What follows belongs to an exercise in optimizing a design on an open flow for small area; a production flow would make more cautious choices. The RTL was checked by simulation tests, not by an equivalence proof against the original design. Power and IR drop assume default switching activity. The flow treats the clock pin as an ideal source, which a real chip does not have.

==> trial 13: inputs <==
Design wrr_pkt_arbiter, start of the top module:
module wrr_pkt_arbiter #(
  parameter int DATA_WIDTH = 64,
  parameter int CTRL_WIDTH = 8,
  parameter int WEIGHT0    = 3,
  parameter int WEIGHT1    = 2
) (
  input  logic                  clk,
  input  logic                  reset,
  input  logic [DATA_WIDTH-1:0] in0_data,
  input  logic [CTRL_WIDTH-1:0] in0_ctrl,
  input  logic                  in0_wr,
  output logic                  in0_rdy,
  input  logic [DATA_WIDTH-1:0] in1_data,
  input  logic [CTRL_WIDTH-1:0] in1_ctrl,
  input  logic                  in1_wr,
  output logic                  in1_rdy,
  output logic [DATA_WIDTH-1:0] out_data,
  output logic [CTRL_WIDTH-1:0] out_ctrl,
  output logic                  out_wr,
  input  logic                  out_rdy
  ,
  output logic [31:0]           pkt_cnt0,
  output logic [31:0]           pkt_cnt1
);
export LEC_CHECK = 0
export CAP_MARGIN = 20
export CORE_MARGIN = 2
export CORE_UTILIZATION = 45
export SLEW_MARGIN = 20
create_clock -name core_clock -period 5.0 [get_ports {clk}]
run.sh (not shown) runs the stock make flow with config.mk's settings and CLKGATE_MAP_FILE= SYNTH_SCRIPT=/design/flow/synth_recipe.tcl, a recipe that flattens the netlist after the stock synthesis.
==> trial 14: changes against trial 13 <==
==> flow/flow/run.sh (new file) <==
#!/bin/bash
# Standard ORFS layout (the standard.sh, unchanged synthesis) with two changes:
# - CTS clusters more flip-flops per leaf buffer and inserts no dummy loads;
# - ports are buffered with buf_2 instead of the default delay buffer.
set -uo pipefail
export CTS_ARGS="-sink_clustering_enable -repair_clock_nets -dont_use_dummy_load -sink_clustering_size 30 -sink_clustering_max_diameter 100 -buf_list {sky130_fd_sc_hd__clkbuf_8 sky130_fd_sc_hd__clkbuf_16}"
export BUFFER_PORTS_ARGS="-buffer_cell sky130_fd_sc_hd__buf_2"
bash standard.sh > standard.log 2>&1
==> flow/standard.sh (new file) <==
#!/bin/bash
# synth_recipe.tcl (not shown) runs the flow's synth.tcl, then flattens the netlist and writes it again
# the make line also repeats each setting of config.mk as NAME=value (left out here)
make -C /OpenROAD-flow-scripts/flow DESIGN_CONFIG=/design/flow/config.mk WORK_HOME=/design/flow/orfs CLKGATE_MAP_FILE= SYNTH_SCRIPT=/design/flow/synth_recipe.tcl "${@:-finish}"
removed: flow/run.sh
==> impl_metrics.json <==
{
  "swShare_pct": 25.76,
  "antenna_cells": 24,
  "status": "timing/DRC/antenna clean",
  "cp_num_buf_inv": 5,
  "clkCellAreaFrac_pct": 6.849,
  "p_sw_uw": 24700,
  "first_global_vias": 88599,
  "hold_depth": 1
}
That was trial 13.
==> impl_metrics.json <==
{
  "p_sw_uw": 20480,
  "hold_depth": 2,
  "cp_num_buf_inv": 4,
  "clkCellAreaFrac_pct": 2.261,
  "first_global_vias": 84179,
  "status": "timing/DRC/antenna clean",
  "antenna_cells": 29,
  "swShare_pct": 26.47
}
That was trial 14.

==> 07-28 <==
Another version of the RTL of wrr_pkt_arbiter (not shown whole).
clock: 5.0 ns
lec_check: 0
cap_margin: 10
core_margin: 2
core_utilization: 50
gpl_timing_driven: 0
place_density: 0.58
slew_margin: 10
synth_hierarchical: 1
standard.sh (not shown) runs the stock make flow with config.mk's settings and CLKGATE_MAP_FILE= SYNTH_SCRIPT=/design/flow/synth_recipe.tcl, a recipe that flattens the netlist after the stock synthesis.
==> flow/flow/run.sh <==
#!/bin/bash
# Standard ORFS layout (the standard.sh, unchanged synthesis) with two changes:
# - CTS clusters more flip-flops per leaf buffer and inserts no dummy loads;
# - ports are buffered with buf_1 instead of the default delay buffer.
set -uo pipefail
export CTS_ARGS="-sink_clustering_enable -repair_clock_nets -dont_use_dummy_load -sink_clustering_size 30 -sink_clustering_max_diameter 100 -buf_list {sky130_fd_sc_hd__clkbuf_8 sky130_fd_sc_hd__clkbuf_16}"
export BUFFER_PORTS_ARGS="-buffer_cell sky130_fd_sc_hd__buf_1"
bash standard.sh > standard.log 2>&1
==> 07-20: changes against 07-28 <==
==> flow/flow/run.sh (replaced) <==
#!/bin/bash
# Standard ORFS layout (the standard.sh, unchanged synthesis) with two changes:
# - CTS clusters more flip-flops per leaf buffer and inserts no dummy loads;
# - ports are buffered with buf_2 instead of the default delay buffer.
set -uo pipefail
export CTS_ARGS="-sink_clustering_enable -repair_clock_nets -dont_use_dummy_load -sink_clustering_size 30 -sink_clustering_max_diameter 100 -buf_list {sky130_fd_sc_hd__clkbuf_8 sky130_fd_sc_hd__clkbuf_16}"
export BUFFER_PORTS_ARGS="-buffer_cell sky130_fd_sc_hd__buf_2"
bash standard.sh > standard.log 2>&1
--- a/flow/config.mk
+++ b/flow/config.mk
@@ -9,5 +9,5 @@
 export CORE_MARGIN = 2
-export CORE_UTILIZATION = 50
+export CORE_UTILIZATION = 55
 export GPL_TIMING_DRIVEN = 0
-export PLACE_DENSITY = 0.58
+export PLACE_DENSITY = 0.63
 export SLEW_MARGIN = 10
==> 10-22: changes against 07-28 <==
==> flow/flow/run.sh (replaced) <==
#!/bin/bash
# Standard ORFS layout (the standard.sh, unchanged synthesis) with two changes:
# - CTS clusters more flip-flops per leaf buffer and inserts no dummy loads;
# - ports are buffered with buf_2 instead of the default delay buffer.
set -uo pipefail
export CTS_ARGS="-sink_clustering_enable -repair_clock_nets -dont_use_dummy_load -sink_clustering_size 30 -sink_clustering_max_diameter 100 -buf_list {sky130_fd_sc_hd__clkbuf_8 sky130_fd_sc_hd__clkbuf_16}"
export BUFFER_PORTS_ARGS="-buffer_cell sky130_fd_sc_hd__buf_2"
bash standard.sh > standard.log 2>&1
==> key figures <==
Outcome
  – Outcome: complete, no violations

Final layout
  – Sequential share of cell area: 58.02%
  – Multi-input gate area: 0.05503 mm2
  – Fin area: 0.1591 mm2

Drt
  – DR vias: 118100

Worst setup path
  – Crit-path max FO: 20
  – R2R Setup Slk: 0.11 ns

Power and ir drop
  – P_sw: 37.97 mW
  – Combinational power: 33.9 mW
  – Pwr Total: 120.4 mW

STA
  – Clock Skew: 0.06300 ns

Global route
  – M1 GR Usage: 39.71%

Place
  – Final HPWL DP: 283400 um

Hold path
  – Worst Hold Path EP: fifo[0].e[17].q[37]
[end of results for 07-20]
==> key figures <==
Global route
  – M1 GR Usage: 38.10%

Worst setup path
  – Crit-path max FO: 31
  – R2R Setup Slk: 0.22 ns

STA
  – Clock Skew: 0.05044 ns

Power and ir drop
  – Pwr Total: 121.0 mW
  – Combinational power: 33.9 mW
  – P_sw: 38.74 mW

Outcome
  – Outcome: complete, no violations

Final layout
  – Sequential share of cell area: 57.92%
  – Fin area: 0.1593 mm2

Place
  – Final HPWL DP: 287100 um
[end of results for 07-28]
==> key figures <==
Outcome
  – Outcome: complete, no violations

Final layout
  – Fin area: 0.1595 mm2
  – Multi-input gate area: 0.05498 mm2
  – Sequential share of cell area: 57.87%

Place
  – Final HPWL DP: 286600 um

Drt
  – DR vias: 117800

Power and ir drop
  – Pwr Total: 121.1 mW
  – Combinational power: 34.1 mW

Worst setup path
  – R2R Setup Slk: 0.21 ns
  – Crit-path max FO: 20

STA
  – Clock Skew: 0.04023 ns

Global route
  – M1 GR Usage: 38.24%
[end of results for 10-22]

afterwards: timing with drivers on the ports:
In the flow no input, the clock included, has a driving cell. The finished layouts below were timed again as built, in two steps. Step 1 sets driving cells, clkbuf_16 on the clock port and buf_2 on the other inputs (assumed; they add their load-dependent delay and slew). Step 2 times the ports against the registers' clock, not the clock port: input delays grow and output delays shrink by t, the midpoint of the rising clock arrivals with the driver on. Slacks: no drivers / after step 1 / after step 2; pairs: no drivers / after step 1.
run	shift t [ns]	setup WS [ns]	hold slack, ns
trial 13	1.092	0.064 / -0.045 / 0.660	0.481 / 0.434 / 0.481
trial 14	1.026	0.072 / -0.051 / 0.729	0.488 / 0.414 / 0.488
07-28	0.978	0.222 / 0.222 / -0.435	0.380 / 0.380 / 0.380
07-20	0.955	0.106 / 0.106 / -0.665	0.401 / 0.377 / 0.401
10-22	0.991	0.211 / 0.139 / -0.629	0.422 / 0.378 / 0.422
With both steps, setup timing fails in 07-28, 07-20 and 10-22, where it was met with ideal ports. For 10-22, which loses most, drivers alone change the setup slack by -0.072 ns; drivers and shift together by -0.840 ns.
